This design comes from an exercise in tuning for small area on the open sky130 flow, not from production work.
Only simulation tests tie the RTL to the original design; equivalence was not proved.
The clock input has no modelled driver; a real chip could not lean on it and would need a root buffer or a full tree.
Power figures rest on the tool's default switching activity, not on a simulated workload.

Design la_top, start of the top module:
module la_top (
    input  logic       clk,
    input  logic       rst_i,
    input  logic       cmd_req_i,
    input  logic [7:0] cmd_data_i,
    output logic       cmd_ack_o,
    output logic       rsp_req_o,
    output logic [7:0] rsp_data_o,
    input  logic       rsp_ack_i,
    input  logic [16:0] probe_i
);
clock: 8.0 ns
lec_check: 0
cap_margin: 20
core_margin: 2
core_utilization: 60
cts_buf_list: sky130_fd_sc_hd__clkbuf_8
cts_cluster_diameter: 60
cts_cluster_size: 23
place_density: 0.7
slew_margin: 20
standard.sh (not shown) runs the stock make flow with config.mk's settings and CLKGATE_MAP_FILE= SYNTH_SCRIPT=/design/flow/synth_recipe.tcl, a recipe that flattens the netlist after the stock synthesis.
==> flow/flow/run.sh <==
#!/bin/bash
# The standard layout (standard.sh), with these changes:
#  - synthesis maps logic with an area-oriented abc script and without
#    extract_fa (synth_wrap.tcl, abc_area.script); everything else in it is
#    synth_recipe.tcl, and the registers are the standard synthesis's;
#  - CTS adds no dummy loads, and after CTS the branch and leaf clock buffers
#    become inverters (clk_inv.tcl);
#  - ports are buffered with the smallest buffer (the resizer still sizes it).
# Each tool's output goes to its own log here: standard_cts.log and
# standard_finish.log (make, with ORFS's per-step logs under orfs/logs) and
# clk_inv.log (openroad).
set -euo pipefail
export FLOW_SYNTH_TCL="$PWD/synth_recipe.tcl"
export AREA_ABC_SCRIPT="$PWD/flow/abc_area.script"
export CTS_ARGS="-sink_clustering_enable -repair_clock_nets -sink_clustering_size 23 -sink_clustering_max_diameter 60 -buf_list sky130_fd_sc_hd__clkbuf_8 -dont_use_dummy_load"
export BUFFER_PORTS_ARGS="-buffer_cell sky130_fd_sc_hd__buf_1"
bash standard.sh SYNTH_SCRIPT="$PWD/flow/synth_wrap.tcl" cts > standard_cts.log 2>&1
R="$PWD/orfs/results/$FLOW_PLATFORM/la_top/base"
PLATFORM_DIR="$FLOW_HOME/platforms/$FLOW_PLATFORM" CTS_ODB="$R/4_cts.odb" CTS_SDC="$R/4_cts.sdc" \
  openroad -no_init -exit flow/clk_inv.tcl > clk_inv.log 2>&1
bash standard.sh SYNTH_SCRIPT="$PWD/flow/synth_wrap.tcl" finish > standard_finish.log 2>&1
Other scripts of this flow, unchanged in this note and not shown: flow/flow/abc_area.script, flow/flow/clk_inv.tcl, flow/flow/synth_wrap.tcl
==> next run, changes <==
Settings changed: PLACE_DENSITY 0.7 to 0.8.
What happened: First-iteration DRC count increases by 9.9%. Global-route usage is lower by 0.74 points. Worst setup slack gets worse by 0.19 ns. Routed wire length decreases by 2.1%. Power came out lower by 0.34%. Sequential share of layout area barely changes.
==> next run, changes <==
Settings changed: CORE_UTILIZATION 60 to 66, PLACE_DENSITY 0.8 to 0.85.
What happened: Non-clock buffer count grows by 3. Sequential power barely changes. Global-route usage came out higher by 3.7 points.
==> next run, changes <==
Settings changed: CAP_MARGIN 20 to 0, CORE_UTILIZATION 66 to 60, GPL_TIMING_DRIVEN set to 0, PLACE_DENSITY 0.85 to unset, SLEW_MARGIN 20 to 0.
The changed run finished with timing, DRC and antenna clean.
Final cell count went up by a few percent.
Global-route usage went down by 4.6 points.
Core utilization went down by 5.2 points.
Register-to-register slack got worse by 0.56 ns.
Worst setup slack got worse by 0.46 ns.
Sequential share of layout area went down by 1.3 points.
Design area went up slightly.
Fmax went down by a few percent.
Power went down slightly.
Die area went up by roughly a tenth.
Wire length went down by a few percent.
In every run of this note, the design's own scripts or RTL, not TritonCTS, make the clock network.

* * *

la_top again, from the RTL that the note above started with.
export LEC_CHECK = 0
export CAP_MARGIN = 20
export CORE_MARGIN = 2
export CORE_UTILIZATION = 60
export CTS_BUF_LIST = sky130_fd_sc_hd__clkbuf_8
export CTS_CLUSTER_DIAMETER = 60
export CTS_CLUSTER_SIZE = 17
export SLEW_MARGIN = 20
create_clock -name core_clock -period 8.0 [get_ports {clk}]
==> flow/flow/run.sh <==
#!/bin/bash
# The standard layout (standard.sh), with these changes:
#  - synthesis maps logic with an area-oriented abc script (synth_wrap.tcl,
#    abc_area.script); everything else in it is synth_recipe.tcl;
#  - CTS adds no dummy loads to balance the clock tree;
#  - ports are buffered with the smallest buffer (the resizer still sizes it).
# The whole make output goes to standard_run.log; ORFS writes its per-step
# logs under orfs/logs.
set -euo pipefail
export FLOW_SYNTH_TCL="$PWD/synth_recipe.tcl"
export AREA_ABC_SCRIPT="$PWD/flow/abc_area.script"
export CTS_ARGS="-sink_clustering_enable -repair_clock_nets -sink_clustering_size 30 -sink_clustering_max_diameter 60 -buf_list sky130_fd_sc_hd__clkbuf_16 -dont_use_dummy_load"
export BUFFER_PORTS_ARGS="-buffer_cell sky130_fd_sc_hd__buf_1"
bash standard.sh SYNTH_SCRIPT="$PWD/flow/synth_wrap.tcl" finish > standard_run.log 2>&1
==> flow/flow/abc_area.script <==
&get -n
&st
&syn3
&dch
&nf -R 1000 -p -C 32
&st
&syn3
&dch
&nf -R 1000 -p -C 32
&st
&syn3
&dch
&nf -R 1000 -p -C 32
&put
==> flow/flow/synth_wrap.tcl <==
# The standard flow's synthesis (synth_recipe.tcl, sourced unchanged below) with two
# changes to how the logic is mapped:
#  - abc uses an area-oriented script (abc_area.script) instead of ORFS's
#    speed script;
#  - extract_fa is skipped, so adders and comparators go to abc as plain
#    logic instead of being fixed as half/full-adder cells first.
# Neither touches the registers: they are the standard synthesis's, with
# the same names and cell types.
proc abc {args} {
  set i [lsearch $args -script]
  if { $i >= 0 } {
    set args [lreplace $args [expr {$i + 1}] [expr {$i + 1}] $::env(AREA_ABC_SCRIPT)]
  }
  yosys abc {*}$args
}
proc extract_fa {args} {
  puts "extract_fa skipped"
}
source $::env(FLOW_SYNTH_TCL)
Rerun with:
--- a/flow/flow/run.sh
+++ b/flow/flow/run.sh
@@ -11,3 +11,3 @@
 export AREA_ABC_SCRIPT="$PWD/flow/abc_area.script"
-export CTS_ARGS="-sink_clustering_enable -repair_clock_nets -sink_clustering_size 30 -sink_clustering_max_diameter 60 -buf_list sky130_fd_sc_hd__clkbuf_16 -dont_use_dummy_load"
+export CTS_ARGS="-sink_clustering_enable -repair_clock_nets -sink_clustering_size 17 -sink_clustering_max_diameter 60 -buf_list sky130_fd_sc_hd__clkbuf_8 -dont_use_dummy_load"
 export BUFFER_PORTS_ARGS="-buffer_cell sky130_fd_sc_hd__buf_1"
Outcome:
- routed wire length barely changes
- global-route usage came out higher by 0.25 points
- cell area shrinks slightly
- via count climbs slightly
- non-clock buffer count stays the same
- combinational power hardly moves
- worst setup slack gets worse by 0.082 ns
- sequential share of layout area rose by 0.39 points
- power is lower by a few percent
- sequential power stays flat
Rerun with:
--- a/flow/flow/run.sh
+++ b/flow/flow/run.sh
@@ -11,3 +11,3 @@
 export AREA_ABC_SCRIPT="$PWD/flow/abc_area.script"
-export CTS_ARGS="-sink_clustering_enable -repair_clock_nets -sink_clustering_size 17 -sink_clustering_max_diameter 60 -buf_list sky130_fd_sc_hd__clkbuf_8 -dont_use_dummy_load"
+export CTS_ARGS="-sink_clustering_enable -repair_clock_nets -sink_clustering_size 19 -sink_clustering_max_diameter 60 -buf_list sky130_fd_sc_hd__clkbuf_8 -dont_use_dummy_load"
 export BUFFER_PORTS_ARGS="-buffer_cell sky130_fd_sc_hd__buf_1"
Outcome: The new run finished clean; critical path depth is unchanged; final cell count hardly moves; design area shrinks slightly; worst setup slack improved by 0.010 ns; core utilization shrinks by 0.21 points; worst hold slack improved by 0.0052 ns.

[afterwards: timing with drivers on the ports]
In the flow no input, the clock included, has a driving cell. The finished layouts below were timed again as built, in two steps. Step 1 (the two cells are an assumption about what drives the block):
set clk [get_ports {clk}]
set_driving_cell -lib_cell sky130_fd_sc_hd__clkbuf_16 $clk
set_driving_cell -lib_cell sky130_fd_sc_hd__buf_2 [delete_from_list [all_inputs] $clk]
Step 2 moves the port delays by t, midway between the first and last clock arrival at a register: inputs arrive t later, outputs are due t later. That takes back most of the time a late clock gives input paths. Slacks: ideal / step 1 / step 2; pairs: ideal / step 1.
run	t (ns)	setup WS [ns]	hold WS [ns]	pins driven straight from the clock port
the first run of note 1	0.741	1.583 / 1.529 / 2.270	0.256 / 0.256 / 0.256	1
the second run of note 1	0.729	1.392 / 1.341 / 2.070	0.280 / 0.280 / 0.280	1
the third run of note 1	0.738	1.444 / 1.390 / 2.128	0.287 / 0.287 / 0.287	1
the fourth run of note 1	0.735	0.986 / 0.928 / 1.662	0.275 / 0.275 / 0.275	1
the first run of note 2	0.682	1.501 / 1.439 / 2.121	0.272 / 0.272 / 0.272	1
the second run of note 2	0.735	1.419 / 1.356 / 2.091	0.292 / 0.292 / 0.292	1
the third run of note 2	0.716	1.429 / 1.367 / 2.083	0.297 / 0.297 / 0.297	1
After both steps setup and hold are still met in every run listed.
